This is an optimization exercise on Yosys and OpenROAD, whose aim is small area, a short achievable clock period and few clock cycles per item, not a production implementation.
Function was checked by simulation only, so behaviour that the tests miss may differ from the original.

## flow/design.v (module list and top-level ports; edited modules follow where they fit)
// module pid_mc_core: 363 lines
// module mul_i: 1319 lines
// module mul_p: 791 lines
// module mul_d: 835 lines
module pid_mc_core #(
   parameter int                        W         = 16,
   parameter int                        FRAC      = 15,
   parameter int                        IACC_W    = 32,
   parameter int                        NCH       = 4,
   parameter logic signed [IACC_W-1:0]  I_ACC_MAX = 32'sh0FFFFFFF,
   parameter logic signed [IACC_W-1:0]  I_ACC_MIN = -32'sh10000000,
   parameter int                        DF_SHIFT  = 2,
   localparam int                       CH_W      = $clog2(NCH)
) (
   input  logic            clk,
   input  logic            rst_n,
   input  logic            in_valid,
   output logic            in_ready,
   input  logic [CH_W-1:0] in_ch,
   input  logic [W-1:0]    v_in,
   input  logic [W-1:0]    v_ref,
   input  logic            cfg_we,
   input  logic [CH_W-1:0] cfg_ch,
   input  logic [1:0]      cfg_sel,
   input  logic [W-1:0]    cfg_data,
   input  logic            ch_clr,
   input  logic [CH_W-1:0] ch_clr_id,
   output logic            out_valid,
   output logic [CH_W-1:0] out_ch,
   output logic [W-1:0]    u_out,
   output logic            u_sat
);
  // ...
==> flow/flow/run.sh <==
#!/bin/bash
# Standard layout, with timing repair aimed below the clock period: repair_timing
# works towards a setup slack of MARGIN ns at the design's period.
set -euo pipefail
MARGIN=${MARGIN:-6.3}
bash standard.sh synth > synth.log 2>&1
bash standard.sh SETUP_SLACK_MARGIN=$MARGIN finish > layout.log 2>&1
==> flow/standard.sh <==
#!/bin/bash
# synth_recipe.tcl (not shown) runs the flow's synth.tcl, then flattens the netlist and writes it again
# the make line also repeats each setting of config.mk as NAME=value (left out here)
make -C /OpenROAD-flow-scripts/flow DESIGN_CONFIG=/design/flow/config.mk WORK_HOME=/design/flow/orfs CLKGATE_MAP_FILE= SYNTH_SCRIPT=/design/flow/synth_recipe.tcl "${@:-finish}"
==> flow/config.mk <==
export PLATFORM = sky130hd
export DESIGN_NAME = pid_mc_core
export DESIGN_NICKNAME = pid_mc_core
export VERILOG_FILES = /design/flow/design.v
export SDC_FILE = /design/flow/constraint.sdc
export NUM_CORES = 4
export LEC_CHECK = 0
export ABC_AREA = 1
export CAP_MARGIN = 20
export CORE_MARGIN = 2
export CORE_UTILIZATION = 40
export SETUP_SLACK_MARGIN = 5
export SLEW_MARGIN = 20
==> flow/constraint.sdc <==
create_clock -name core_clock -period 10.0 [get_ports {clk}]
set_input_delay 2.0000 -clock core_clock [delete_from_list [all_inputs] [get_ports {clk}]]
set_output_delay 2.0000 -clock core_clock [all_outputs]
set_load 0.01 [all_outputs]
==> run summary, run 1 <==
Hold Path Depth - 0
Crit Path Category - register to register
Post-Synthesis Cells - 7947
CLK BUF - 187
Global Route met3 Usage - 0.0395
Rows - 154
number of well taps - 2340
slew at the pin with the worst max-slew slack - 1.09 ns
largest area contributor in the synthesized netlist - dfxtp_1
clk tree area frac - 0.0555
Hold Crit Endpoint - h1_p[18]
Post-synth EDFFs - 376
setup TNS - 0 ns
Die W - 425 µm
WL/cell - 21.3 µm
DR WL met3 - 18100 µm
post-synthesis cell type count - 59
htree depth - 4
Cell Count, Final, Fillers Out - 10522
run status - complete, no violations
met2 wire len - 101000 µm
Synth Area in XOR/XNOR - 0.0899
Testbench counts, summed over its fixed seeds: cycles 4,943, items 4,800.
==> module pid_mc_core, before the edit <==
module pid_mc_core #(
   parameter int                        W         = 16,
   parameter int                        FRAC      = 15,
   parameter int                        IACC_W    = 32,
   parameter int                        NCH       = 4,
   parameter logic signed [IACC_W-1:0]  I_ACC_MAX = 32'sh0FFFFFFF,
   parameter logic signed [IACC_W-1:0]  I_ACC_MIN = -32'sh10000000,
   parameter int                        DF_SHIFT  = 2,
   localparam int                       CH_W      = $clog2(NCH)
) (
   input  logic            clk,
   input  logic            rst_n,
   input  logic            in_valid,
   output logic            in_ready,
   input  logic [CH_W-1:0] in_ch,
   input  logic [W-1:0]    v_in,
   input  logic [W-1:0]    v_ref,
   input  logic            cfg_we,
   input  logic [CH_W-1:0] cfg_ch,
   input  logic [1:0]      cfg_sel,
   input  logic [W-1:0]    cfg_data,
   input  logic            ch_clr,
   input  logic [CH_W-1:0] ch_clr_id,
   output logic            out_valid,
   output logic [CH_W-1:0] out_ch,
   output logic [W-1:0]    u_out,
   output logic            u_sat
);
   localparam int AW  = 29;
   localparam int EW  = W + 1;           
   localparam int DW  = W + 2;           
   localparam int MW  = AW + W;          
   localparam int PW  = EW + W;          
   localparam int QW  = DW + W;          
   localparam int PDW = 20;              
   localparam int SW  = MW - FRAC + 1;   
   localparam logic signed [AW-1:0] A_MAX = 268435455;
   localparam logic signed [AW-1:0] A_MIN = -268435456;
   localparam logic signed [AW:0]   A_HI  = 268435455;
   localparam logic signed [AW:0]   A_LO  = -268435456;
   localparam logic signed [SW-1:0] S_MAX = 32767;
   localparam logic signed [SW-1:0] S_MIN = -32768;
   logic                  accept;
   logic                  s1_v;
   logic [CH_W-1:0]       s1_ch;
   logic [W-1:0]          s1_vr, s1_vi;
   logic signed [EW-1:0]  s1_e;
   logic                  cq_we;
   logic [CH_W-1:0]       cq_ch;
   logic [1:0]            cq_sel;
   logic [W-1:0]          cq_data;
   logic                  clq_en;
   logic [CH_W-1:0]       clq_id;
   logic [1:0]            age   [NCH];
   logic                  dirty [NCH];
   logic [1:0]            age_n   [NCH];
   logic                  dirty_n [NCH];
   logic                  block;
   assign accept = in_valid && in_ready;
   always_comb begin
      block = 1'b0;
      for (int c = 0; c < NCH; c++) begin
         if (accept && in_ch == CH_W'(c))  age_n[c] = 2'd0;
         else if (age[c] != 2'd3)          age_n[c] = age[c] + 2'd1;
         else                              age_n[c] = 2'd3;
         if (cfg_we && cfg_sel == 2'd1 && cfg_ch == CH_W'(c)) dirty_n[c] = 1'b1;
         else if (accept && in_ch == CH_W'(c))                dirty_n[c] = 1'b0;
         else                                                 dirty_n[c] = dirty[c];
         if (dirty_n[c] && age_n[c] != 2'd3) block = 1'b1;
      end
   end
   always_ff @(posedge clk or negedge rst_n) begin
      if (!rst_n) begin
         in_ready <= 1'b0;
         s1_v     <= 1'b0;
         cq_we    <= 1'b0;
         clq_en   <= 1'b0;
         for (int c = 0; c < NCH; c++) begin
            age[c]   <= 2'd3;
            dirty[c] <= 1'b0;
         end
      end else begin
         in_ready <= !block;
         s1_v     <= accept;
         cq_we    <= cfg_we;
         clq_en   <= ch_clr;
         for (int c = 0; c < NCH; c++) begin
            age[c]   <= age_n[c];
            dirty[c] <= dirty_n[c];
         end
      end
   end
   always_ff @(posedge clk) begin
      s1_ch   <= in_ch;
      s1_vr   <= v_ref;
      s1_vi   <= v_in;
      cq_ch   <= cfg_ch;
      cq_sel  <= cfg_sel;
      cq_data <= cfg_data;
      clq_id  <= ch_clr_id;
   end
   logic signed [W-1:0]   kp_a [NCH];
   logic signed [W-1:0]   ki_a [NCH];
   logic signed [W-1:0]   kd_a [NCH];
   logic signed [EW-1:0]  ep_a [NCH];
   logic signed [AW-1:0]  ac_a [NCH];
   logic [2:0]            kv   [NCH];
   logic                  ez   [NCH];
   logic                  az   [NCH];
   logic                  s5_v;
   logic [CH_W-1:0]       s5_ch;
   logic signed [AW-1:0]  acc_new;
   logic                  hold, a_hi, a_lo;
   for (genvar c = 0; c < NCH; c++) begin : g_ch
      always_ff @(posedge clk) begin
         if (cq_we && cq_ch == CH_W'(c)) begin
            case (cq_sel)
               2'd0:    kp_a[c] <= cq_data;
               2'd1:    ki_a[c] <= cq_data;
               2'd2:    kd_a[c] <= cq_data;
               default: ;
            endcase
         end
      end
      always_ff @(posedge clk or negedge rst_n) begin
         if (!rst_n)                                   kv[c] <= '0;
         else if (cq_we && cq_ch == CH_W'(c) && cq_sel != 2'd3)
            kv[c][cq_sel] <= 1'b1;
      end
      always_ff @(posedge clk) begin
         if (s1_v && s1_ch == CH_W'(c)) ep_a[c] <= s1_e;
      end
      always_ff @(posedge clk or negedge rst_n) begin
         if (!rst_n)                               ez[c] <= 1'b1;
         else if (clq_en && clq_id == CH_W'(c))    ez[c] <= 1'b1;
         else if (s1_v && s1_ch == CH_W'(c))       ez[c] <= 1'b0;
      end
      always_ff @(posedge clk) begin
         if (s5_v && s5_ch == CH_W'(c)) ac_a[c] <= acc_new;
      end
      always_ff @(posedge clk or negedge rst_n) begin
         if (!rst_n)                               az[c] <= 1'b1;
         else if (clq_en && clq_id == CH_W'(c))    az[c] <= 1'b1;
         else if (s5_v && s5_ch == CH_W'(c))       az[c] <= 1'b0;
      end
   end
   logic                  s2_v, s3_v, s4_v;
   logic [CH_W-1:0]       s2_ch, s3_ch, s4_ch;
   logic signed [W-1:0]   kp_r, ki_r, kd_r;
   logic signed [EW-1:0]  ep_r;
   logic signed [AW-1:0]  ac_r;
   logic                  fwd1;
   logic [1:0]            dist1;
   logic [2:0]            kv_r;
   logic [7:0]            kp_one, kp_two, kp_neg;
   logic [7:0]            ki_one, ki_two, ki_neg;
   logic [7:0]            kd_one, kd_two, kd_neg;
   assign s1_e = $signed({s1_vr[W-1], s1_vr}) - $signed({s1_vi[W-1], s1_vi});
   assign kv_r = kv[s1_ch];
   assign kp_r = kv_r[0] ? kp_a[s1_ch] : '0;
   assign ki_r = kv_r[1] ? ki_a[s1_ch] : '0;
   assign kd_r = kv_r[2] ? kd_a[s1_ch] : '0;
   assign ep_r = ez[s1_ch] ? '0 : ep_a[s1_ch];
   assign ac_r = (s5_v && s5_ch == s1_ch) ? acc_new : az[s1_ch] ? '0 : ac_a[s1_ch];
   always_comb begin
      for (int j = 0; j < 8; j++) begin
         logic b0, b1, b2;
         b0 = (j == 0) ? 1'b0 : kp_r[2*j-1]; b1 = kp_r[2*j]; b2 = kp_r[2*j+1];
         kp_one[j] = b1 ^ b0;
         kp_two[j] = (b2 & ~b1 & ~b0) | (~b2 & b1 & b0);
         kp_neg[j] = b2;
         b0 = (j == 0) ? 1'b0 : ki_r[2*j-1]; b1 = ki_r[2*j]; b2 = ki_r[2*j+1];
         ki_one[j] = b1 ^ b0;
         ki_two[j] = (b2 & ~b1 & ~b0) | (~b2 & b1 & b0);
         ki_neg[j] = b2;
         b0 = (j == 0) ? 1'b0 : kd_r[2*j-1]; b1 = kd_r[2*j]; b2 = kd_r[2*j+1];
         kd_one[j] = b1 ^ b0;
         kd_two[j] = (b2 & ~b1 & ~b0) | (~b2 & b1 & b0);
         kd_neg[j] = b2;
      end
   end
   always_comb begin
      if (s2_v && s2_ch == s1_ch)      begin fwd1 = 1'b1; dist1 = 2'd0; end
      else if (s3_v && s3_ch == s1_ch) begin fwd1 = 1'b1; dist1 = 2'd1; end
      else if (s4_v && s4_ch == s1_ch) begin fwd1 = 1'b1; dist1 = 2'd2; end
      else                             begin fwd1 = 1'b0; dist1 = 2'd0; end
   end
   logic                  s2_fwd;
   logic [1:0]            s2_dist;
   logic signed [EW-1:0]  s2_e;
   logic signed [DW-1:0]  s2_df;
   logic signed [AW-1:0]  s2_mi;
   logic signed [W-1:0]   s2_ki;
   logic [7:0]            s2_p1, s2_p2, s2_pn, s2_i1, s2_i2, s2_in, s2_d1, s2_d2, s2_dn;
   always_ff @(posedge clk or negedge rst_n) begin
      if (!rst_n) s2_v <= 1'b0;
      else        s2_v <= s1_v;
   end
   always_ff @(posedge clk) begin
      s2_ch   <= s1_ch;
      s2_fwd  <= fwd1;
      s2_dist <= dist1;
      s2_e    <= s1_e;
      s2_df   <= s1_e - ep_r;
      s2_mi   <= fwd1 ? ep_r : ac_r;
      s2_ki   <= ki_r;
      s2_p1   <= kp_one;
      s2_p2   <= kp_two;
      s2_pn   <= kp_neg;
      s2_i1   <= ki_one;
      s2_i2   <= ki_two;
      s2_in   <= ki_neg;
      s2_d1   <= kd_one;
      s2_d2   <= kd_two;
      s2_dn   <= kd_neg;
   end
   logic [MW-1:0] mi_s, mi_c;
   logic [34:0]   mp_s, mp_c;
   logic [34:0]   md_s, md_c;
   mul_i u_mi (.a(s2_mi), .one(s2_i1), .two(s2_i2), .neg(s2_in), .ps(mi_s), .pc(mi_c));
   mul_p u_mp (.a(s2_e),  .one(s2_p1), .two(s2_p2), .neg(s2_pn), .ps(mp_s), .pc(mp_c));
   mul_d u_md (.a(s2_df), .one(s2_d1), .two(s2_d2), .neg(s2_dn), .ps(md_s), .pc(md_c));
   logic                  s3_fwd;
   logic [1:0]            s3_dist;
   logic signed [EW-1:0]  s3_e;
   logic signed [W-1:0]   s3_ki;
   logic [MW-1:0]         s3_mis, s3_mic;
   logic [34:0]           s3_mps, s3_mpc;
   logic [34:0]           s3_mds, s3_mdc;
   always_ff @(posedge clk or negedge rst_n) begin
      if (!rst_n) s3_v <= 1'b0;
      else        s3_v <= s2_v;
   end
   always_ff @(posedge clk) begin
      s3_ch   <= s2_ch;
      s3_fwd  <= s2_fwd;
      s3_dist <= s2_dist;
      s3_e    <= s2_e;
      s3_ki   <= s2_ki;
      s3_mis  <= mi_s;
      s3_mic  <= mi_c;
      s3_mps  <= mp_s;
      s3_mpc  <= mp_c;
      s3_mds  <= md_s;
      s3_mdc  <= md_c;
   end
   localparam int CW = 35;
   logic signed [MW-1:0]  m3;
   logic                  cp, cd;
   logic [FRAC:0]         lp, ld;
   logic [PDW-1:0]        r0, r1, r2, r3, t0, t1, u0, u1;
   assign m3  = s3_mis + s3_mic;
   assign lp  = {1'b0, s3_mps[FRAC-1:0]} + {1'b0, s3_mpc[FRAC-1:0]};
   assign ld  = {1'b0, s3_mds[FRAC-1:0]} + {1'b0, s3_mdc[FRAC-1:0]};
   assign cp  = lp[FRAC];
   assign cd  = ld[FRAC];
   assign r0  = s3_mps[CW-1:FRAC];
   assign r1  = s3_mpc[CW-1:FRAC];
   assign r2  = s3_mds[CW-1:FRAC];
   assign r3  = s3_mdc[CW-1:FRAC];
   assign t0  = r0 ^ r1 ^ r2;
   assign t1  = {(r0[PDW-2:0] & r1[PDW-2:0]) | (r0[PDW-2:0] & r2[PDW-2:0]) |
                 (r1[PDW-2:0] & r2[PDW-2:0]), cp};
   assign u0  = t0 ^ t1 ^ r3;
   assign u1  = {(t0[PDW-2:0] & t1[PDW-2:0]) | (t0[PDW-2:0] & r3[PDW-2:0]) |
                 (t1[PDW-2:0] & r3[PDW-2:0]), cd};
   logic                  s4_fwd;
   logic [1:0]            s4_dist;
   logic signed [EW-1:0]  s4_e;
   logic signed [W-1:0]   s4_ki;
   logic signed [MW-1:0]  s4_m;
   logic [PDW-1:0]        s4_u0, s4_u1;
   always_ff @(posedge clk or negedge rst_n) begin
      if (!rst_n) s4_v <= 1'b0;
      else        s4_v <= s3_v;
   end
   always_ff @(posedge clk) begin
      s4_ch   <= s3_ch;
      s4_fwd  <= s3_fwd;
      s4_dist <= s3_dist;
      s4_e    <= s3_e;
      s4_ki   <= s3_ki;
      s4_m    <= m3;
      s4_u0   <= u0;
      s4_u1   <= u1;
   end
   logic signed [MW-1:0]  s5_p, h0_p, h1_p;
   logic                  h0_hd, h0_hi, h0_lo, h1_hd, h1_hi, h1_lo;
   logic signed [MW-1:0]  pv_p, pv_pm, ki_max, ki_min, p4;
   logic                  pv_hd, pv_hi, pv_lo;
   logic signed [MW-1:0]  kix;
   always_comb begin
      case (s4_dist)
         2'd0:    begin pv_p = s5_p; pv_hd = hold;  pv_hi = a_hi;  pv_lo = a_lo;  end
         2'd1:    begin pv_p = h0_p; pv_hd = h0_hd; pv_hi = h0_hi; pv_lo = h0_lo; end
         default: begin pv_p = h1_p; pv_hd = h1_hd; pv_hi = h1_hi; pv_lo = h1_lo; end
      endcase
   end
   assign kix    = s4_ki;
   assign ki_max = (kix <<< 28) - kix;
   assign ki_min = -(kix <<< 28);
   assign pv_pm  = pv_p + s4_m;
   always_comb begin
      if (!s4_fwd)    p4 = s4_m;
      else if (pv_hd) p4 = pv_p;
      else if (pv_hi) p4 = ki_max;
      else if (pv_lo) p4 = ki_min;
      else            p4 = pv_pm;
   end
   logic signed [PDW-1:0] pd4;
   assign pd4 = s4_u0 + s4_u1;
   logic signed [AW-1:0]  ac4_r;
   assign ac4_r = (s5_v && s5_ch == s4_ch) ? acc_new : az[s4_ch] ? '0 : ac_a[s4_ch];
   logic signed [EW-1:0]  s5_e;
   logic signed [PDW-1:0] s5_pd;
   logic signed [AW-1:0]  s5_ac;
   always_ff @(posedge clk or negedge rst_n) begin
      if (!rst_n) s5_v <= 1'b0;
      else        s5_v <= s4_v;
   end
   always_ff @(posedge clk) begin
      s5_ch <= s4_ch;
      s5_e  <= s4_e;
      s5_pd <= pd4;
      s5_p  <= p4;
      s5_ac <= ac4_r;
   end
   logic signed [SW-1:0]  s, x0, x2;
   logic                  s_hi, s_lo, sat;
   logic signed [AW:0]    a_sum;
   logic [W-1:0]          u_n;
   assign x0   = s5_p >>> FRAC;
   assign x2   = s5_pd;
   assign s    = x0 + x2;
   assign s_hi = (s > S_MAX);
   assign s_lo = (s < S_MIN);
   assign sat  = s_hi || s_lo;
   assign u_n  = s_hi ? 16'h7FFF : s_lo ? 16'h8000 : s[W-1:0];
   assign hold = sat && (s5_e[EW-1] == s[SW-1]);
   assign a_sum   = s5_ac + s5_e;
   assign a_hi    = (a_sum > A_HI);
   assign a_lo    = (a_sum < A_LO);
   assign acc_new = hold ? s5_ac : a_hi ? A_MAX : a_lo ? A_MIN : a_sum[AW-1:0];
   always_ff @(posedge clk) begin
      h0_p  <= s5_p;
      h0_hd <= hold;
      h0_hi <= a_hi;
      h0_lo <= a_lo;
      h1_p  <= h0_p;
      h1_hd <= h0_hd;
      h1_hi <= h0_hi;
      h1_lo <= h0_lo;
   end
   always_ff @(posedge clk or negedge rst_n) begin
      if (!rst_n) out_valid <= 1'b0;
      else        out_valid <= s5_v;
   end
   always_ff @(posedge clk) begin
      out_ch <= s5_ch;
      u_out  <= u_n;
      u_sat  <= sat;
   end
endmodule
==> inputs of run 2 (changes only) <==
--- a/flow/design.v
+++ b/flow/design.v
@@ -33,18 +33,16 @@
    localparam int PW  = EW + W;          
    localparam int QW  = DW + W;          
    localparam int PDW = 20;              
    localparam int SW  = MW - FRAC + 1;   
    localparam logic signed [AW-1:0] A_MAX = 268435455;
    localparam logic signed [AW-1:0] A_MIN = -268435456;
    localparam logic signed [AW:0]   A_HI  = 268435455;
    localparam logic signed [AW:0]   A_LO  = -268435456;
-   localparam logic signed [SW-1:0] S_MAX = 32767;
-   localparam logic signed [SW-1:0] S_MIN = -32768;
    logic                  accept;
    logic                  s1_v;
    logic [CH_W-1:0]       s1_ch;
    logic [W-1:0]          s1_vr, s1_vi;
    logic signed [EW-1:0]  s1_e;
    logic                  cq_we;
    logic [CH_W-1:0]       cq_ch;
    logic [1:0]            cq_sel;
@@ -209,51 +207,65 @@
       s2_pn   <= kp_neg;
       s2_i1   <= ki_one;
       s2_i2   <= ki_two;
       s2_in   <= ki_neg;
       s2_d1   <= kd_one;
       s2_d2   <= kd_two;
       s2_dn   <= kd_neg;
    end
-   logic [MW-1:0] mi_s, mi_c;
-   logic [34:0]   mp_s, mp_c;
-   logic [34:0]   md_s, md_c;
-   mul_i u_mi (.a(s2_mi), .one(s2_i1), .two(s2_i2), .neg(s2_in), .ps(mi_s), .pc(mi_c));
-   mul_p u_mp (.a(s2_e),  .one(s2_p1), .two(s2_p2), .neg(s2_pn), .ps(mp_s), .pc(mp_c));
-   mul_d u_md (.a(s2_df), .one(s2_d1), .two(s2_d2), .neg(s2_dn), .ps(md_s), .pc(md_c));
+   logic [MW-1:0] mi_0, mi_1, mi_2;
+   logic [34:0]   mp_0, mp_1, mp_2;
+   logic [34:0]   md_0, md_1, md_2;
+   mul_i u_mi (.a(s2_mi), .one(s2_i1), .two(s2_i2), .neg(s2_in), .r0(mi_0), .r1(mi_1), .r2(mi_2));
+   mul_p u_mp (.a(s2_e),  .one(s2_p1), .two(s2_p2), .neg(s2_pn), .r0(mp_0), .r1(mp_1), .r2(mp_2));
+   mul_d u_md (.a(s2_df), .one(s2_d1), .two(s2_d2), .neg(s2_dn), .r0(md_0), .r1(md_1), .r2(md_2));
    logic                  s3_fwd;
    logic [1:0]            s3_dist;
    logic signed [EW-1:0]  s3_e;
    logic signed [W-1:0]   s3_ki;
-   logic [MW-1:0]         s3_mis, s3_mic;
-   logic [34:0]           s3_mps, s3_mpc;
-   logic [34:0]           s3_mds, s3_mdc;
+   logic [MW-1:0]         s3_mi0, s3_mi1, s3_mi2;
+   logic [34:0]           s3_mp0, s3_mp1, s3_mp2;
+   logic [34:0]           s3_md0, s3_md1, s3_md2;
    always_ff @(posedge clk or negedge rst_n) begin
       if (!rst_n) s3_v <= 1'b0;
       else        s3_v <= s2_v;
    end
    always_ff @(posedge clk) begin
       s3_ch   <= s2_ch;
       s3_fwd  <= s2_fwd;
       s3_dist <= s2_dist;
       s3_e    <= s2_e;
       s3_ki   <= s2_ki;
-      s3_mis  <= mi_s;
-      s3_mic  <= mi_c;
-      s3_mps  <= mp_s;
-      s3_mpc  <= mp_c;
-      s3_mds  <= md_s;
-      s3_mdc  <= md_c;
+      s3_mi0  <= mi_0;
+      s3_mi1  <= mi_1;
+      s3_mi2  <= mi_2;
+      s3_mp0  <= mp_0;
+      s3_mp1  <= mp_1;
+      s3_mp2  <= mp_2;
+      s3_md0  <= md_0;
+      s3_md1  <= md_1;
+      s3_md2  <= md_2;
    end
    localparam int CW = 35;
    logic signed [MW-1:0]  m3;
    logic                  cp, cd;
    logic [FRAC:0]         lp, ld;
    logic [PDW-1:0]        r0, r1, r2, r3, t0, t1, u0, u1;
+   logic [MW-1:0]         s3_mis, s3_mic;
+   logic [34:0]           s3_mps, s3_mpc, s3_mds, s3_mdc;
+   assign s3_mis = s3_mi0 ^ s3_mi1 ^ s3_mi2;
+   assign s3_mic = {(s3_mi0[MW-2:0] & s3_mi1[MW-2:0]) | (s3_mi0[MW-2:0] & s3_mi2[MW-2:0]) |
+                    (s3_mi1[MW-2:0] & s3_mi2[MW-2:0]), 1'b0};
+   assign s3_mps = s3_mp0 ^ s3_mp1 ^ s3_mp2;
+   assign s3_mpc = {(s3_mp0[33:0] & s3_mp1[33:0]) | (s3_mp0[33:0] & s3_mp2[33:0]) |
+                    (s3_mp1[33:0] & s3_mp2[33:0]), 1'b0};
+   assign s3_mds = s3_md0 ^ s3_md1 ^ s3_md2;
+   assign s3_mdc = {(s3_md0[33:0] & s3_md1[33:0]) | (s3_md0[33:0] & s3_md2[33:0]) |
+                    (s3_md1[33:0] & s3_md2[33:0]), 1'b0};
    assign m3  = s3_mis + s3_mic;
    assign lp  = {1'b0, s3_mps[FRAC-1:0]} + {1'b0, s3_mpc[FRAC-1:0]};
    assign ld  = {1'b0, s3_mds[FRAC-1:0]} + {1'b0, s3_mdc[FRAC-1:0]};
    assign cp  = lp[FRAC];
    assign cd  = ld[FRAC];
    assign r0  = s3_mps[CW-1:FRAC];
    assign r1  = s3_mpc[CW-1:FRAC];
    assign r2  = s3_mds[CW-1:FRAC];
@@ -265,41 +277,49 @@
    assign u1  = {(t0[PDW-2:0] & t1[PDW-2:0]) | (t0[PDW-2:0] & r3[PDW-2:0]) |
                  (t1[PDW-2:0] & r3[PDW-2:0]), cd};
    logic                  s4_fwd;
    logic [1:0]            s4_dist;
    logic signed [EW-1:0]  s4_e;
    logic signed [W-1:0]   s4_ki;
    logic signed [MW-1:0]  s4_m;
    logic [PDW-1:0]        s4_u0, s4_u1;
+   logic signed [MW-1:0]  s4_pp, s5_p, h0_p;
+   logic                  s4_phd, s4_phi, s4_plo, h0_hd, h0_hi, h0_lo;
    always_ff @(posedge clk or negedge rst_n) begin
       if (!rst_n) s4_v <= 1'b0;
       else        s4_v <= s3_v;
    end
    always_ff @(posedge clk) begin
       s4_ch   <= s3_ch;
       s4_fwd  <= s3_fwd;
       s4_dist <= s3_dist;
       s4_e    <= s3_e;
       s4_ki   <= s3_ki;
       s4_m    <= m3;
       s4_u0   <= u0;
       s4_u1   <= u1;
+      if (s3_dist == 2'd1) begin
+         s4_pp  <= s5_p;
+         s4_phd <= hold;
+         s4_phi <= a_hi;
+         s4_plo <= a_lo;
+      end else begin
+         s4_pp  <= h0_p;
+         s4_phd <= h0_hd;
+         s4_phi <= h0_hi;
+         s4_plo <= h0_lo;
+      end
    end
-   logic signed [MW-1:0]  s5_p, h0_p, h1_p;
-   logic                  h0_hd, h0_hi, h0_lo, h1_hd, h1_hi, h1_lo;
    logic signed [MW-1:0]  pv_p, pv_pm, ki_max, ki_min, p4;
    logic                  pv_hd, pv_hi, pv_lo;
    logic signed [MW-1:0]  kix;
    always_comb begin
-      case (s4_dist)
-         2'd0:    begin pv_p = s5_p; pv_hd = hold;  pv_hi = a_hi;  pv_lo = a_lo;  end
-         2'd1:    begin pv_p = h0_p; pv_hd = h0_hd; pv_hi = h0_hi; pv_lo = h0_lo; end
-         default: begin pv_p = h1_p; pv_hd = h1_hd; pv_hi = h1_hi; pv_lo = h1_lo; end
-      endcase
+      if (s4_dist == 2'd0) begin pv_p = s5_p;  pv_hd = hold;   pv_hi = a_hi;   pv_lo = a_lo;   end
+      else                 begin pv_p = s4_pp; pv_hd = s4_phd; pv_hi = s4_phi; pv_lo = s4_plo; end
    end
    assign kix    = s4_ki;
    assign ki_max = (kix <<< 28) - kix;
    assign ki_min = -(kix <<< 28);
    assign pv_pm  = pv_p + s4_m;
    always_comb begin
       if (!s4_fwd)    p4 = s4_m;
       else if (pv_hd) p4 = pv_p;
@@ -320,59 +340,60 @@
    end
    always_ff @(posedge clk) begin
       s5_ch <= s4_ch;
       s5_e  <= s4_e;
       s5_pd <= pd4;
       s5_p  <= p4;
       s5_ac <= ac4_r;
    end
-   logic signed [SW-1:0]  s, x0, x2;
+   logic signed [SW-1:0]  s, x0, x2, x2m, x2p, t_hi, t_lo;
    logic                  s_hi, s_lo, sat;
    logic signed [AW:0]    a_sum;
    logic [W-1:0]          u_n;
    assign x0   = s5_p >>> FRAC;
    assign x2   = s5_pd;
    assign s    = x0 + x2;
-   assign s_hi = (s > S_MAX);
-   assign s_lo = (s < S_MIN);
+   assign x2m  = x2 - 32'sd32768;
+   assign x2p  = x2 + 32'sd32768;
+   assign t_hi = x0 + x2m;
+   assign t_lo = x0 + x2p;
+   assign s_hi = !t_hi[SW-1];
+   assign s_lo = t_lo[SW-1];
    assign sat  = s_hi || s_lo;
    assign u_n  = s_hi ? 16'h7FFF : s_lo ? 16'h8000 : s[W-1:0];
    assign hold = sat && (s5_e[EW-1] == s[SW-1]);
    assign a_sum   = s5_ac + s5_e;
    assign a_hi    = (a_sum > A_HI);
    assign a_lo    = (a_sum < A_LO);
    assign acc_new = hold ? s5_ac : a_hi ? A_MAX : a_lo ? A_MIN : a_sum[AW-1:0];
    always_ff @(posedge clk) begin
       h0_p  <= s5_p;
       h0_hd <= hold;
       h0_hi <= a_hi;
       h0_lo <= a_lo;
-      h1_p  <= h0_p;
-      h1_hd <= h0_hd;
-      h1_hi <= h0_hi;
-      h1_lo <= h0_lo;
    end
    always_ff @(posedge clk or negedge rst_n) begin
       if (!rst_n) out_valid <= 1'b0;
       else        out_valid <= s5_v;
    end
    always_ff @(posedge clk) begin
       out_ch <= s5_ch;
       u_out  <= u_n;
       u_sat  <= sat;
    end
 endmodule
 module mul_i (
    input  logic [28:0] a,
    input  logic [7:0] one,
    input  logic [7:0] two,
    input  logic [7:0] neg,
-   output logic [44:0] ps,
-   output logic [44:0] pc
+   output logic [44:0] r0,
+   output logic [44:0] r1,
+   output logic [44:0] r2
 );
    logic w0;
    logic w1;
    logic w2;
    logic w3;
    logic w4;
    logic w5;
    logic w6;
@@ -936,98 +957,16 @@
    logic w564;
    logic w565;
    logic w566;
    logic w567;
    logic w568;
    logic w569;
    logic w570;
    logic w571;
-   logic w572;
-   logic w573;
-   logic w574;
-   logic w575;
-   logic w576;
-   logic w577;
-   logic w578;
-   logic w579;
-   logic w580;
-   logic w581;
-   logic w582;
-   logic w583;
-   logic w584;
-   logic w585;
-   logic w586;
-   logic w587;
-   logic w588;
-   logic w589;
-   logic w590;
-   logic w591;
-   logic w592;
-   logic w593;
-   logic w594;
-   logic w595;
-   logic w596;
-   logic w597;
-   logic w598;
-   logic w599;
-   logic w600;
-   logic w601;
-   logic w602;
-   logic w603;
-   logic w604;
-   logic w605;
-   logic w606;
-   logic w607;
-   logic w608;
-   logic w609;
-   logic w610;
-   logic w611;
-   logic w612;
-   logic w613;
-   logic w614;
-   logic w615;
-   logic w616;
-   logic w617;
-   logic w618;
-   logic w619;
-   logic w620;
-   logic w621;
-   logic w622;
-   logic w623;
-   logic w624;
-   logic w625;
-   logic w626;
-   logic w627;
-   logic w628;
-   logic w629;
-   logic w630;
-   logic w631;
-   logic w632;
-   logic w633;
-   logic w634;
-   logic w635;
-   logic w636;
-   logic w637;
-   logic w638;
-   logic w639;
-   logic w640;
-   logic w641;
-   logic w642;
-   logic w643;
-   logic w644;
-   logic w645;
-   logic w646;
-   logic w647;
-   logic w648;
-   logic w649;
-   logic w650;
-   logic w651;
-   logic w652;
-   logic w653;
    assign w0 = (one[0] & a[0]) ^ neg[0];
    assign w1 = ((one[0] & a[1]) | (two[0] & a[0])) ^ neg[0];
    assign w2 = ((one[0] & a[2]) | (two[0] & a[1])) ^ neg[0];
    assign w3 = ((one[0] & a[3]) | (two[0] & a[2])) ^ neg[0];
    assign w4 = ((one[0] & a[4]) | (two[0] & a[3])) ^ neg[0];
    assign w5 = ((one[0] & a[5]) | (two[0] & a[4])) ^ neg[0];
    assign w6 = ((one[0] & a[6]) | (two[0] & a[5])) ^ neg[0];
    assign w7 = ((one[0] & a[7]) | (two[0] & a[6])) ^ neg[0];
@@ -1590,108 +1529,28 @@
    assign w564 = w494 ^ w240 ^ w491;
    assign w565 = (w494 & w240) | (w494 & w491) | (w240 & w491);
    assign w566 = w496 ^ w241 ^ 1'b1;
    assign w567 = (w496 & w241) | (w496 & 1'b1) | (w241 & 1'b1);
    assign w568 = w185 ^ w213 ^ w242;
    assign w569 = (w185 & w213) | (w185 & w242) | (w213 & w242);
    assign w570 = w214 ^ w243;
    assign w571 = w214 & w243;
-   assign w572 = w2 ^ w31;
-   assign w573 = w2 & w31;
-   assign w574 = w3 ^ w32;
-   assign w575 = w3 & w32;
-   assign w576 = w498 ^ w62 ^ neg[2];
-   assign w577 = (w498 & w62) | (w498 & neg[2]) | (w62 & neg[2]);
-   assign w578 = w500 ^ w63 ^ w499;
-   assign w579 = (w500 & w63) | (w500 & w499) | (w63 & w499);
-   assign w580 = w502 ^ neg[3] ^ w501;
-   assign w581 = (w502 & neg[3]) | (w502 & w501) | (neg[3] & w501);
-   assign w582 = w504 ^ w375 ^ w503;
-   assign w583 = (w504 & w375) | (w504 & w503) | (w375 & w503);
-   assign w584 = w506 ^ w377 ^ w505;
-   assign w585 = (w506 & w377) | (w506 & w505) | (w377 & w505);
-   assign w586 = w508 ^ w381 ^ w507;
-   assign w587 = (w508 & w381) | (w508 & w507) | (w381 & w507);
-   assign w588 = w510 ^ w385 ^ w509;
-   assign w589 = (w510 & w385) | (w510 & w509) | (w385 & w509);
-   assign w590 = w512 ^ w389 ^ w511;
-   assign w591 = (w512 & w389) | (w512 & w511) | (w389 & w511);
-   assign w592 = w514 ^ w393 ^ w513;
-   assign w593 = (w514 & w393) | (w514 & w513) | (w393 & w513);
-   assign w594 = w516 ^ w397 ^ w515;
-   assign w595 = (w516 & w397) | (w516 & w515) | (w397 & w515);
-   assign w596 = w518 ^ w401 ^ w517;
-   assign w597 = (w518 & w401) | (w518 & w517) | (w401 & w517);
-   assign w598 = w520 ^ w405 ^ w519;
-   assign w599 = (w520 & w405) | (w520 & w519) | (w405 & w519);
-   assign w600 = w522 ^ w409 ^ w521;
-   assign w601 = (w522 & w409) | (w522 & w521) | (w409 & w521);
-   assign w602 = w524 ^ w413 ^ w523;
-   assign w603 = (w524 & w413) | (w524 & w523) | (w413 & w523);
-   assign w604 = w526 ^ w417 ^ w525;
-   assign w605 = (w526 & w417) | (w526 & w525) | (w417 & w525);
-   assign w606 = w528 ^ w421 ^ w527;
-   assign w607 = (w528 & w421) | (w528 & w527) | (w421 & w527);
-   assign w608 = w530 ^ w425 ^ w529;
-   assign w609 = (w530 & w425) | (w530 & w529) | (w425 & w529);
-   assign w610 = w532 ^ w429 ^ w531;
-   assign w611 = (w532 & w429) | (w532 & w531) | (w429 & w531);
-   assign w612 = w534 ^ w433 ^ w533;
-   assign w613 = (w534 & w433) | (w534 & w533) | (w433 & w533);
-   assign w614 = w536 ^ w437 ^ w535;
-   assign w615 = (w536 & w437) | (w536 & w535) | (w437 & w535);
-   assign w616 = w538 ^ w441 ^ w537;
-   assign w617 = (w538 & w441) | (w538 & w537) | (w441 & w537);
-   assign w618 = w540 ^ w445 ^ w539;
-   assign w619 = (w540 & w445) | (w540 & w539) | (w445 & w539);
-   assign w620 = w542 ^ w449 ^ w541;
-   assign w621 = (w542 & w449) | (w542 & w541) | (w449 & w541);
-   assign w622 = w544 ^ w453 ^ w543;
-   assign w623 = (w544 & w453) | (w544 & w543) | (w453 & w543);
-   assign w624 = w546 ^ w457 ^ w545;
-   assign w625 = (w546 & w457) | (w546 & w545) | (w457 & w545);
-   assign w626 = w548 ^ w461 ^ w547;
-   assign w627 = (w548 & w461) | (w548 & w547) | (w461 & w547);
-   assign w628 = w550 ^ w465 ^ w549;
-   assign w629 = (w550 & w465) | (w550 & w549) | (w465 & w549);
-   assign w630 = w552 ^ w469 ^ w551;
-   assign w631 = (w552 & w469) | (w552 & w551) | (w469 & w551);
-   assign w632 = w554 ^ w473 ^ w553;
-   assign w633 = (w554 & w473) | (w554 & w553) | (w473 & w553);
-   assign w634 = w556 ^ w477 ^ w555;
-   assign w635 = (w556 & w477) | (w556 & w555) | (w477 & w555);
-   assign w636 = w558 ^ w481 ^ w557;
-   assign w637 = (w558 & w481) | (w558 & w557) | (w481 & w557);
-   assign w638 = w560 ^ w485 ^ w559;
-   assign w639 = (w560 & w485) | (w560 & w559) | (w485 & w559);
-   assign w640 = w562 ^ w489 ^ w561;
-   assign w641 = (w562 & w489) | (w562 & w561) | (w489 & w561);
-   assign w642 = w564 ^ w493 ^ w563;
-   assign w643 = (w564 & w493) | (w564 & w563) | (w493 & w563);
-   assign w644 = w566 ^ w495 ^ w565;
-   assign w645 = (w566 & w495) | (w566 & w565) | (w495 & w565);
-   assign w646 = w568 ^ w497 ^ w567;
-   assign w647 = (w568 & w497) | (w568 & w567) | (w497 & w567);
-   assign w648 = w570 ^ 1'b1 ^ w569;
-   assign w649 = (w570 & 1'b1) | (w570 & w569) | (1'b1 & w569);
-   assign w650 = w216 ^ w244 ^ w571;
-   assign w651 = (w216 & w244) | (w216 & w571) | (w244 & w571);
-   assign w652 = w245 ^ 1'b1;
-   assign w653 = w245 & 1'b1;
-   assign ps = {1'b1, w247, w652, w650, w648, w646, w644, w642, w640, w638, w636, w634, w632, w630, w628, w626, w624, w622, w620, w618, w616, w614, w612, w610, w608, w606, w604, w602, w600, w598, w596, w594, w592, w590, w588, w586, w584, w582, w580, w578, w576, w574, w572, w1, w0};
-   assign pc = {1'b0, w653, w651, w649, w647, w645, w643, w641, w639, w637, w635, w633, w631, w629, w627, w625, w623, w621, w619, w617, w615, w613, w611, w609, w607, w605, w603, w601, w599, w597, w595, w593, w591, w589, w587, w585, w583, w581, w579, w577, w575, w573, neg[1], 1'b0, neg[0]};
+   assign r0 = {1'b1, w247, w245, w216, w570, w568, w566, w564, w562, w560, w558, w556, w554, w552, w550, w548, w546, w544, w542, w540, w538, w536, w534, w532, w530, w528, w526, w524, w522, w520, w518, w516, w514, w512, w510, w508, w506, w504, w502, w500, w498, w3, w2, w1, w0};
+   assign r1 = {1'b0, 1'b0, 1'b1, w244, 1'b1, w497, w495, w493, w489, w485, w481, w477, w473, w469, w465, w461, w457, w453, w449, w445, w441, w437, w433, w429, w425, w421, w417, w413, w409, w405, w401, w397, w393, w389, w385, w381, w377, w375, neg[3], w63, w62, w32, w31, 1'b0, neg[0]};
+   assign r2 = {1'b0, 1'b0, 1'b0, w571, w569, w567, w565, w563, w561, w559, w557, w555, w553, w551, w549, w547, w545, w543, w541, w539, w537, w535, w533, w531, w529, w527, w525, w523, w521, w519, w517, w515, w513, w511, w509, w507, w505, w503, w501, w499, neg[2], 1'b0, neg[1], 1'b0, 1'b0};
 endmodule
 module mul_p (
    input  logic [16:0] a,
    input  logic [7:0] one,
    input  logic [7:0] two,
    input  logic [7:0] neg,
-   output logic [34:0] ps,
-   output logic [34:0] pc
+   output logic [34:0] r0,
+   output logic [34:0] r1,
+   output logic [34:0] r2
 );
    logic w0;
    logic w1;
    logic w2;
    logic w3;
    logic w4;
    logic w5;
    logic w6;
@@ -2015,74 +1874,16 @@
    logic w324;
    logic w325;
    logic w326;
    logic w327;
    logic w328;
    logic w329;
    logic w330;
    logic w331;
-   logic w332;
-   logic w333;
-   logic w334;
-   logic w335;
-   logic w336;
-   logic w337;
-   logic w338;
-   logic w339;
-   logic w340;
-   logic w341;
-   logic w342;
-   logic w343;
-   logic w344;
-   logic w345;
-   logic w346;
-   logic w347;
-   logic w348;
-   logic w349;
-   logic w350;
-   logic w351;
-   logic w352;
-   logic w353;
-   logic w354;
-   logic w355;
-   logic w356;
-   logic w357;
-   logic w358;
-   logic w359;
-   logic w360;
-   logic w361;
-   logic w362;
-   logic w363;
-   logic w364;
-   logic w365;
-   logic w366;
-   logic w367;
-   logic w368;
-   logic w369;
-   logic w370;
-   logic w371;
-   logic w372;
-   logic w373;
-   logic w374;
-   logic w375;
-   logic w376;
-   logic w377;
-   logic w378;
-   logic w379;
-   logic w380;
-   logic w381;
-   logic w382;
-   logic w383;
-   logic w384;
-   logic w385;
-   logic w386;
-   logic w387;
-   logic w388;
-   logic w389;
    assign w0 = (one[0] & a[0]) ^ neg[0];
    assign w1 = ((one[0] & a[1]) | (two[0] & a[0])) ^ neg[0];
    assign w2 = ((one[0] & a[2]) | (two[0] & a[1])) ^ neg[0];
    assign w3 = ((one[0] & a[3]) | (two[0] & a[2])) ^ neg[0];
    assign w4 = ((one[0] & a[4]) | (two[0] & a[3])) ^ neg[0];
    assign w5 = ((one[0] & a[5]) | (two[0] & a[4])) ^ neg[0];
    assign w6 = ((one[0] & a[6]) | (two[0] & a[5])) ^ neg[0];
    assign w7 = ((one[0] & a[7]) | (two[0] & a[6])) ^ neg[0];
@@ -2405,84 +2206,28 @@
    assign w324 = w278 ^ w144 ^ w275;
    assign w325 = (w278 & w144) | (w278 & w275) | (w144 & w275);
    assign w326 = w280 ^ w145 ^ 1'b1;
    assign w327 = (w280 & w145) | (w280 & 1'b1) | (w145 & 1'b1);
    assign w328 = w113 ^ w129 ^ w146;
    assign w329 = (w113 & w129) | (w113 & w146) | (w129 & w146);
    assign w330 = w130 ^ w147;
    assign w331 = w130 & w147;
-   assign w332 = w2 ^ w19;
-   assign w333 = w2 & w19;
-   assign w334 = w3 ^ w20;
-   assign w335 = w3 & w20;
-   assign w336 = w282 ^ w38 ^ neg[2];
-   assign w337 = (w282 & w38) | (w282 & neg[2]) | (w38 & neg[2]);
-   assign w338 = w284 ^ w39 ^ w283;
-   assign w339 = (w284 & w39) | (w284 & w283) | (w39 & w283);
-   assign w340 = w286 ^ neg[3] ^ w285;
-   assign w341 = (w286 & neg[3]) | (w286 & w285) | (neg[3] & w285);
-   assign w342 = w288 ^ w207 ^ w287;
-   assign w343 = (w288 & w207) | (w288 & w287) | (w207 & w287);
-   assign w344 = w290 ^ w209 ^ w289;
-   assign w345 = (w290 & w209) | (w290 & w289) | (w209 & w289);
-   assign w346 = w292 ^ w213 ^ w291;
-   assign w347 = (w292 & w213) | (w292 & w291) | (w213 & w291);
-   assign w348 = w294 ^ w217 ^ w293;
-   assign w349 = (w294 & w217) | (w294 & w293) | (w217 & w293);
-   assign w350 = w296 ^ w221 ^ w295;
-   assign w351 = (w296 & w221) | (w296 & w295) | (w221 & w295);
-   assign w352 = w298 ^ w225 ^ w297;
-   assign w353 = (w298 & w225) | (w298 & w297) | (w225 & w297);
-   assign w354 = w300 ^ w229 ^ w299;
-   assign w355 = (w300 & w229) | (w300 & w299) | (w229 & w299);
-   assign w356 = w302 ^ w233 ^ w301;
-   assign w357 = (w302 & w233) | (w302 & w301) | (w233 & w301);
-   assign w358 = w304 ^ w237 ^ w303;
-   assign w359 = (w304 & w237) | (w304 & w303) | (w237 & w303);
-   assign w360 = w306 ^ w241 ^ w305;
-   assign w361 = (w306 & w241) | (w306 & w305) | (w241 & w305);
-   assign w362 = w308 ^ w245 ^ w307;
-   assign w363 = (w308 & w245) | (w308 & w307) | (w245 & w307);
-   assign w364 = w310 ^ w249 ^ w309;
-   assign w365 = (w310 & w249) | (w310 & w309) | (w249 & w309);
-   assign w366 = w312 ^ w253 ^ w311;
-   assign w367 = (w312 & w253) | (w312 & w311) | (w253 & w311);
-   assign w368 = w314 ^ w257 ^ w313;
-   assign w369 = (w314 & w257) | (w314 & w313) | (w257 & w313);
-   assign w370 = w316 ^ w261 ^ w315;
-   assign w371 = (w316 & w261) | (w316 & w315) | (w261 & w315);
-   assign w372 = w318 ^ w265 ^ w317;
-   assign w373 = (w318 & w265) | (w318 & w317) | (w265 & w317);
-   assign w374 = w320 ^ w269 ^ w319;
-   assign w375 = (w320 & w269) | (w320 & w319) | (w269 & w319);
-   assign w376 = w322 ^ w273 ^ w321;
-   assign w377 = (w322 & w273) | (w322 & w321) | (w273 & w321);
-   assign w378 = w324 ^ w277 ^ w323;
-   assign w379 = (w324 & w277) | (w324 & w323) | (w277 & w323);
-   assign w380 = w326 ^ w279 ^ w325;
-   assign w381 = (w326 & w279) | (w326 & w325) | (w279 & w325);
-   assign w382 = w328 ^ w281 ^ w327;
-   assign w383 = (w328 & w281) | (w328 & w327) | (w281 & w327);
-   assign w384 = w330 ^ 1'b1 ^ w329;
-   assign w385 = (w330 & 1'b1) | (w330 & w329) | (1'b1 & w329);
-   assign w386 = w132 ^ w148 ^ w331;
-   assign w387 = (w132 & w148) | (w132 & w331) | (w148 & w331);
-   assign w388 = w149 ^ 1'b1;
-   assign w389 = w149 & 1'b1;
-   assign ps = {1'b1, 1'b1, 1'b1, w151, w388, w386, w384, w382, w380, w378, w376, w374, w372, w370, w368, w366, w364, w362, w360, w358, w356, w354, w352, w350, w348, w346, w344, w342, w340, w338, w336, w334, w332, w1, w0};
-   assign pc = {1'b0, 1'b0, 1'b0, w389, w387, w385, w383, w381, w379, w377, w375, w373, w371, w369, w367, w365, w363, w361, w359, w357, w355, w353, w351, w349, w347, w345, w343, w341, w339, w337, w335, w333, neg[1], 1'b0, neg[0]};
+   assign r0 = {1'b1, 1'b1, 1'b1, w151, w149, w132, w330, w328, w326, w324, w322, w320, w318, w316, w314, w312, w310, w308, w306, w304, w302, w300, w298, w296, w294, w292, w290, w288, w286, w284, w282, w3, w2, w1, w0};
+   assign r1 = {1'b0, 1'b0, 1'b0, 1'b0, 1'b1, w148, 1'b1, w281, w279, w277, w273, w269, w265, w261, w257, w253, w249, w245, w241, w237, w233, w229, w225, w221, w217, w213, w209, w207, neg[3], w39, w38, w20, w19, 1'b0, neg[0]};
+   assign r2 = {1'b0, 1'b0, 1'b0, 1'b0, 1'b0, w331, w329, w327, w325, w323, w321, w319, w317, w315, w313, w311, w309, w307, w305, w303, w301, w299, w297, w295, w293, w291, w289, w287, w285, w283, neg[2], 1'b0, neg[1], 1'b0, 1'b0};
 endmodule
 module mul_d (
    input  logic [17:0] a,
    input  logic [7:0] one,
    input  logic [7:0] two,
    input  logic [7:0] neg,
-   output logic [34:0] ps,
-   output logic [34:0] pc
+   output logic [34:0] r0,
+   output logic [34:0] r1,
+   output logic [34:0] r2
 );
    logic w0;
    logic w1;
    logic w2;
    logic w3;
    logic w4;
    logic w5;
    logic w6;
@@ -2826,76 +2571,16 @@
    logic w344;
    logic w345;
    logic w346;
    logic w347;
    logic w348;
    logic w349;
    logic w350;
    logic w351;
-   logic w352;
-   logic w353;
-   logic w354;
-   logic w355;
-   logic w356;
-   logic w357;
-   logic w358;
-   logic w359;
-   logic w360;
-   logic w361;
-   logic w362;
-   logic w363;
-   logic w364;
-   logic w365;
-   logic w366;
-   logic w367;
-   logic w368;
-   logic w369;
-   logic w370;
-   logic w371;
-   logic w372;
-   logic w373;
-   logic w374;
-   logic w375;
-   logic w376;
-   logic w377;
-   logic w378;
-   logic w379;
-   logic w380;
-   logic w381;
-   logic w382;
-   logic w383;
-   logic w384;
-   logic w385;
-   logic w386;
-   logic w387;
-   logic w388;
-   logic w389;
-   logic w390;
-   logic w391;
-   logic w392;
-   logic w393;
-   logic w394;
-   logic w395;
-   logic w396;
-   logic w397;
-   logic w398;
-   logic w399;
-   logic w400;
-   logic w401;
-   logic w402;
-   logic w403;
-   logic w404;
-   logic w405;
-   logic w406;
-   logic w407;
-   logic w408;
-   logic w409;
-   logic w410;
-   logic w411;
    assign w0 = (one[0] & a[0]) ^ neg[0];
    assign w1 = ((one[0] & a[1]) | (two[0] & a[0])) ^ neg[0];
    assign w2 = ((one[0] & a[2]) | (two[0] & a[1])) ^ neg[0];
    assign w3 = ((one[0] & a[3]) | (two[0] & a[2])) ^ neg[0];
    assign w4 = ((one[0] & a[4]) | (two[0] & a[3])) ^ neg[0];
    assign w5 = ((one[0] & a[5]) | (two[0] & a[4])) ^ neg[0];
    assign w6 = ((one[0] & a[6]) | (two[0] & a[5])) ^ neg[0];
    assign w7 = ((one[0] & a[7]) | (two[0] & a[6])) ^ neg[0];
@@ -3238,71 +2923,12 @@
    assign w344 = w296 ^ w152 ^ w293;
    assign w345 = (w296 & w152) | (w296 & w293) | (w152 & w293);
    assign w346 = w298 ^ w153 ^ 1'b1;
    assign w347 = (w298 & w153) | (w298 & 1'b1) | (w153 & 1'b1);
    assign w348 = w119 ^ w136 ^ w154;
    assign w349 = (w119 & w136) | (w119 & w154) | (w136 & w154);
    assign w350 = w137 ^ w155;
    assign w351 = w137 & w155;
-   assign w352 = w2 ^ w20;
-   assign w353 = w2 & w20;
-   assign w354 = w3 ^ w21;
-   assign w355 = w3 & w21;
-   assign w356 = w300 ^ w40 ^ neg[2];
-   assign w357 = (w300 & w40) | (w300 & neg[2]) | (w40 & neg[2]);
-   assign w358 = w302 ^ w41 ^ w301;
-   assign w359 = (w302 & w41) | (w302 & w301) | (w41 & w301);
-   assign w360 = w304 ^ neg[3] ^ w303;
-   assign w361 = (w304 & neg[3]) | (w304 & w303) | (neg[3] & w303);
-   assign w362 = w306 ^ w221 ^ w305;
-   assign w363 = (w306 & w221) | (w306 & w305) | (w221 & w305);
-   assign w364 = w308 ^ w223 ^ w307;
-   assign w365 = (w308 & w223) | (w308 & w307) | (w223 & w307);
-   assign w366 = w310 ^ w227 ^ w309;
-   assign w367 = (w310 & w227) | (w310 & w309) | (w227 & w309);
-   assign w368 = w312 ^ w231 ^ w311;
-   assign w369 = (w312 & w231) | (w312 & w311) | (w231 & w311);
-   assign w370 = w314 ^ w235 ^ w313;
-   assign w371 = (w314 & w235) | (w314 & w313) | (w235 & w313);
-   assign w372 = w316 ^ w239 ^ w315;
-   assign w373 = (w316 & w239) | (w316 & w315) | (w239 & w315);
-   assign w374 = w318 ^ w243 ^ w317;
-   assign w375 = (w318 & w243) | (w318 & w317) | (w243 & w317);
-   assign w376 = w320 ^ w247 ^ w319;
-   assign w377 = (w320 & w247) | (w320 & w319) | (w247 & w319);
-   assign w378 = w322 ^ w251 ^ w321;
-   assign w379 = (w322 & w251) | (w322 & w321) | (w251 & w321);
-   assign w380 = w324 ^ w255 ^ w323;
-   assign w381 = (w324 & w255) | (w324 & w323) | (w255 & w323);
-   assign w382 = w326 ^ w259 ^ w325;
-   assign w383 = (w326 & w259) | (w326 & w325) | (w259 & w325);
-   assign w384 = w328 ^ w263 ^ w327;
-   assign w385 = (w328 & w263) | (w328 & w327) | (w263 & w327);
-   assign w386 = w330 ^ w267 ^ w329;
-   assign w387 = (w330 & w267) | (w330 & w329) | (w267 & w329);
-   assign w388 = w332 ^ w271 ^ w331;
-   assign w389 = (w332 & w271) | (w332 & w331) | (w271 & w331);
-   assign w390 = w334 ^ w275 ^ w333;
-   assign w391 = (w334 & w275) | (w334 & w333) | (w275 & w333);
-   assign w392 = w336 ^ w279 ^ w335;
-   assign w393 = (w336 & w279) | (w336 & w335) | (w279 & w335);
-   assign w394 = w338 ^ w283 ^ w337;
-   assign w395 = (w338 & w283) | (w338 & w337) | (w283 & w337);
-   assign w396 = w340 ^ w287 ^ w339;
-   assign w397 = (w340 & w287) | (w340 & w339) | (w287 & w339);
-   assign w398 = w342 ^ w291 ^ w341;
-   assign w399 = (w342 & w291) | (w342 & w341) | (w291 & w341);
-   assign w400 = w344 ^ w295 ^ w343;
-   assign w401 = (w344 & w295) | (w344 & w343) | (w295 & w343);
-   assign w402 = w346 ^ w297 ^ w345;
-   assign w403 = (w346 & w297) | (w346 & w345) | (w297 & w345);
-   assign w404 = w348 ^ w299 ^ w347;
-   assign w405 = (w348 & w299) | (w348 & w347) | (w299 & w347);
-   assign w406 = w350 ^ 1'b1 ^ w349;
-   assign w407 = (w350 & 1'b1) | (w350 & w349) | (1'b1 & w349);
-   assign w408 = w139 ^ w156 ^ w351;
-   assign w409 = (w139 & w156) | (w139 & w351) | (w156 & w351);
-   assign w410 = w157 ^ 1'b1;
-   assign w411 = w157 & 1'b1;
-   assign ps = {1'b1, 1'b1, w159, w410, w408, w406, w404, w402, w400, w398, w396, w394, w392, w390, w388, w386, w384, w382, w380, w378, w376, w374, w372, w370, w368, w366, w364, w362, w360, w358, w356, w354, w352, w1, w0};
-   assign pc = {1'b0, 1'b0, w411, w409, w407, w405, w403, w401, w399, w397, w395, w393, w391, w389, w387, w385, w383, w381, w379, w377, w375, w373, w371, w369, w367, w365, w363, w361, w359, w357, w355, w353, neg[1], 1'b0, neg[0]};
+   assign r0 = {1'b1, 1'b1, w159, w157, w139, w350, w348, w346, w344, w342, w340, w338, w336, w334, w332, w330, w328, w326, w324, w322, w320, w318, w316, w314, w312, w310, w308, w306, w304, w302, w300, w3, w2, w1, w0};
+   assign r1 = {1'b0, 1'b0, 1'b0, 1'b1, w156, 1'b1, w299, w297, w295, w291, w287, w283, w279, w275, w271, w267, w263, w259, w255, w251, w247, w243, w239, w235, w231, w227, w223, w221, neg[3], w41, w40, w21, w20, 1'b0, neg[0]};
+   assign r2 = {1'b0, 1'b0, 1'b0, 1'b0, w351, w349, w347, w345, w343, w341, w339, w337, w335, w333, w331, w329, w327, w325, w323, w321, w319, w317, w315, w313, w311, w309, w307, w305, w303, w301, neg[2], 1'b0, neg[1], 1'b0, 1'b0};
 endmodule
==> run 2 against run 1 <==
Final area decreased by 0.11%. Setup slack got worse by 0.041 ns. Hold slack got worse by 0.0028 ns. Utilization decreased by 1.2 points. Sequential share of layout area increased by 2.0 points. Non-clock buffer count decreased by 119. Cell count decreased by 1.3%. Register-to-register slack got worse by 0.04 ns.
==> run summary, run 2 <==
max reg flops - 116 (unchanged)
grt ovf - 0 (unchanged)
adder-cell share of the synthesized area - 0.179 (was 0.167)
CTS root buf - clkbuf_16 (unchanged)
mux cell area share after synthesis - 0.00419 (was 0.000477)
RSZ-0062 raised after global routing - true (unchanged)
post-synthesis average cell area - 9.23 µm² (was 8.92 µm²)
largest family of logic cells by synthesized area - adder cells (unchanged)
Die W - 430 µm (was 425 µm)
IO buf count - 81 (unchanged)
commonest non-fill, non-tap cell in the layout - nand2_1 (unchanged)
share of the synthesized area in the top cell type - 0.244 (was 0.227)
CP Cell Sequence - nor2_4 > buf_12 > clkinv_1 > buf_8 > nand2_1 > nand2_1 > ha_1 > nand2_1 > nor2_1 > inv_1 > nor2_1 > nand2_1 > o21ai_2 > xor2_1 > nand2_1 > nand3_1 > nand2_1 > a21oi_1 (was buf_4 > inv_2 > xor2_1 > fa_1 > fa_1 > inv_1 > fa_1 > fa_1)
share of cells above drive strength 1 - 0.0723 (was 0.102)
setup TNS - 0 ns (unchanged)
register area share after synthesis - 0.414 (was 0.401)
CTS tree - built (unchanged)
Tmin final - 3.67 ns (was 3.63 ns)
slew at the pin with the worst max-slew slack - 1.09 ns (about the same)
Worst EP required - 10.71 ns (was 10.62 ns)
final hold violation count - 0 (unchanged)
Nets - 8755 (was 8850)
syn nets - 8726 (was 8723)
worst-path fanout max - 49 (was 24)
post-synthesis cell type count - 61 (was 59)
worst min path class - register to register (unchanged)
Die Area - 185000 µm² (was 181000 µm²)
CTS clk-pin slew, worst paths - 0.06 ns (about the same)
largest area contributor in the synthesized netlist - dfxtp_1 (unchanged)
final setup fails - 0 (unchanged)
ys async rst share - 0.0314 (was 0.0336)
Largest regs - ac_a (116), ep_a (68) (unchanged)
Num CTS Buffers - 144 (was 134)
Layout area overhead - 12.9% (was 15.9%)
slowest CP cell - dfxtp_2 (was fa_1)
top cells by instance count after synthesis - 1512 x nand2_1, 887 x dfxtp_1, 877 x inv_1, 655 x xor2_1, 512 x o22ai_1 (was 1419 x nand2_1, 1152 x inv_1, 804 x dfxtp_1, 656 x xor2_1, 552 x o22ai_1)
Via density - 5.40 (was 5.43)
vias in the first global route - 56194 (was 56053)
DRC viols - 0 (unchanged)
commonest non-fill, non-tap cells in the layout - 1498 x nand2_1, 877 x dfxtp_1, 869 x inv_1 (was 1387 x nand2_1, 1103 x inv_1, 782 x dfxtp_1)
most frequent cell after synthesis - nand2_1 (unchanged)
Crit Path Category - register to register (unchanged)
initial antenna violation count - 5 (was 6)
Post-synth EDFFs - 376 (unchanged)
WP buf/inv - 4 (was 3)
largest net degree at the start of global routing - 73 (was 64)
hold slack - 0.312 ns (was 0.314 ns)
first-pass GRT wire length - 343000 µm (was 339000 µm)
Crit. End Element - register (unchanged)
Final Cycle Share - 0.367 (was 0.363)
Synth Area in Simple Gates - 0.131 (was 0.134)
Syn. warnings - 13 (unchanged)
run status - complete, no violations (unchanged)
Initial Utilization - 0.402 (about the same)
CTS Sinks - 1304 (was 1221)
Via Count - 56118 (was 57130)
startpoint types - register (unchanged)
Antenna Nets Post-Route - 0 (unchanged)
ant diodes - 0 (was 2)
DP Wirelength - 163000 µm (was 156000 µm)
Area contributors post-synth - dfxtp_1 24%, edfxtp_1 16%, fa_1 11%, xor2_1 7.9%, nand2_1 7.8% (was dfxtp_1 23%, edfxtp_1 16%, fa_1 11%, xor2_1 8.1%, nand2_1 7.5%)
Pins Over Slew Limit - 0 (unchanged)
total I/O pin count - 82 (unchanged)
fmax - 273 MHz (was 276 MHz)
Primary FF master, synth - dfxtp_1 (unchanged)
most used cell, CP - nand2_1 (was fa_1)
Placer Congestion - 0.978 (was 0.961)
Compound-Gate Fraction of Synth Area - 0.119 (was 0.125)
Max Cap Viol - 0 (unchanged)
WL/cell - 21.7 µm (was 21.3 µm)
Rel. slew slack - 0.275 (was 0.269)
htree depth - 4 (unchanged)
Worst Skew - 0.0545 ns (was 0.0639 ns)
DRT iter0 DRCs - 4856 (was 5553)
synthesized flop and latch total - 1304 (was 1221)
DIE HEIGHT - 430 µm (was 425 µm)
CTS Buffer Depth - 3 (unchanged)
synthesized area - 72600 µm² (was 70900 µm²)
Post-Synthesis Cells - 7871 (was 7947)
Rows - 156 (was 154)
critical path's top delay family - simple AND/OR/NAND/NOR gates (was adder cells)
Largest Register - ac_a (unchanged)
core area - 181000 µm² (was 176000 µm²)
Worst path max stage delay - 0.38 ns (was 0.55 ns)
Synth Area in XOR/XNOR - 0.0864 (was 0.0899)
data arrival time of the worst path - 4.38 ns (was 4.25 ns)
TritonRoute pass-1 iters - 6 (unchanged)
total wire length - 226000 µm (was 224000 µm)
worst skew pair latency - 0.83 ns (was 0.79 ns)
GRT Util Overall - 0.241 (was 0.242)
run 2: changes by cell type after synthesis, sizes merged, moves of 21 or more:
| cell | previous run | this run |
|---|---|---|
| nor2 | 315 | 387 |
| ha | 329 | 381 |
| o21a | 48 | 7 |
| fa | 386 | 413 |
| inv | 1183 | 908 |
| mux2 | 3 | 27 |
| nand3 | 350 | 222 |
| o21ai | 290 | 357 |
| o221ai | 72 | 51 |
| nand2 | 1426 | 1527 |
| o22a | 42 | 0 |
| dfxtp | 804 | 887 |
| o22ai | 552 | 512 |
run 2: worst paths after layout:
| path | start | endpoint | slack [ns] | depth (start not counted) |
|---|---|---|---|---|
| min reg2reg | s3_e[10] | s4_e[10] | 0.31 | 0 |
| min in group asynchronous | rst_n | dirty[2] | 1.32 | 1 |
| max reg2reg | s4_dist[0] | s5_p[29] | 6.33 | 18 |
| min | s3_e[10] | s4_e[10] | 0.31 | 0 |
| max | s4_dist[0] | s5_p[29] | 6.33 | 18 |
| max in group asynchronous | rst_n | clq_en | 7.98 | 1 |
run 2: area by class of cell:
type                    count  area (µm²)
clock inverters            75        1020
inverters                 931        3530
fillers                 17225       98500
well taps                2370        2970
multi-input cells        5325       38400
flip-flops and latches   1304       30100
clock buffers             188        4010
repair buffers            194        1990
run 2: through the flow:
step           instances  setup slack (ns)  area (µm²)   util
2_1_floorplan       7871              6.63       72600      -
3_3_place_gp       10073              4.64       75700  0.419
3_5_place_dp       10073              4.43       75700  0.419
4_1_cts            10369              6.19       81500  0.451
5_1_grt            10387              6.21       82000  0.454
6_report           10387              6.33       82000  0.454
run 2: per-layer routing:
layer / share of wire / up-vias / global-route usage
met1: 0.44 / 27075 / 0.325
met5: 0.00010 / - / 0
met2: 0.45 / 2305 / 0.383
li1: - / 26263 / -
met3: 0.068 / 471 / 0.0357
met4: 0.046 / 4 / 0.106
run 2: cell families (layout without fill, tap and decap cells):
family	after synthesis	after routing
AO/OA/AOI/OAI	1451	1451
flip-flops	1304	1304
XOR/XNOR	717	717
AND/OR/NAND/NOR	2331	2336
multiplexers	27	27
buffers and inverters	1247	1388
adder cells (fa/ha/maj)	794	794
run 2: what timing repair did:
action	4_1_cts	5_1_grt
gates cloned	10	2
hold buffers	0	0
setup buffers	23	15
resized for setup	100	98
endpoints found under the setup margin	398	211
pin swaps	12	15
Testbench counts of run 2, summed over its fixed seeds: cycles 4,943, items 4,800.

==> re-timing with driven ports <==
How much do the figures lean on ideal ports? The routed layouts below were timed once more, with nothing changed but the port constraints. Step 1 assumes that a clkbuf_16 drives the clock port and a buf_2 every other input. Step 2 times the ports against the registers' clock, not the clock port: input delays grow and output delays shrink by t, the midpoint of the rising clock arrivals with the driver on. Three values: ideal, step 1, step 2; two values: the first two.
run	shift t [ns]	setup slack, ns	latest minus earliest clock arrival (ns)	worst register clock-pin slew, ns	worst data-port slew with drivers (ns)
run 1	0.845	6.372 / 6.292 / 6.063	0.070 / 0.071	0.07 / 0.07	0.04
run 2	0.893	6.331 / 6.286 / 6.289	0.066 / 0.066	0.07 / 0.07	0.05
After both steps setup and hold are still met in every run listed. For run 1, which loses most, drivers alone change the setup slack by -0.080 ns; drivers and shift together by -0.309 ns.
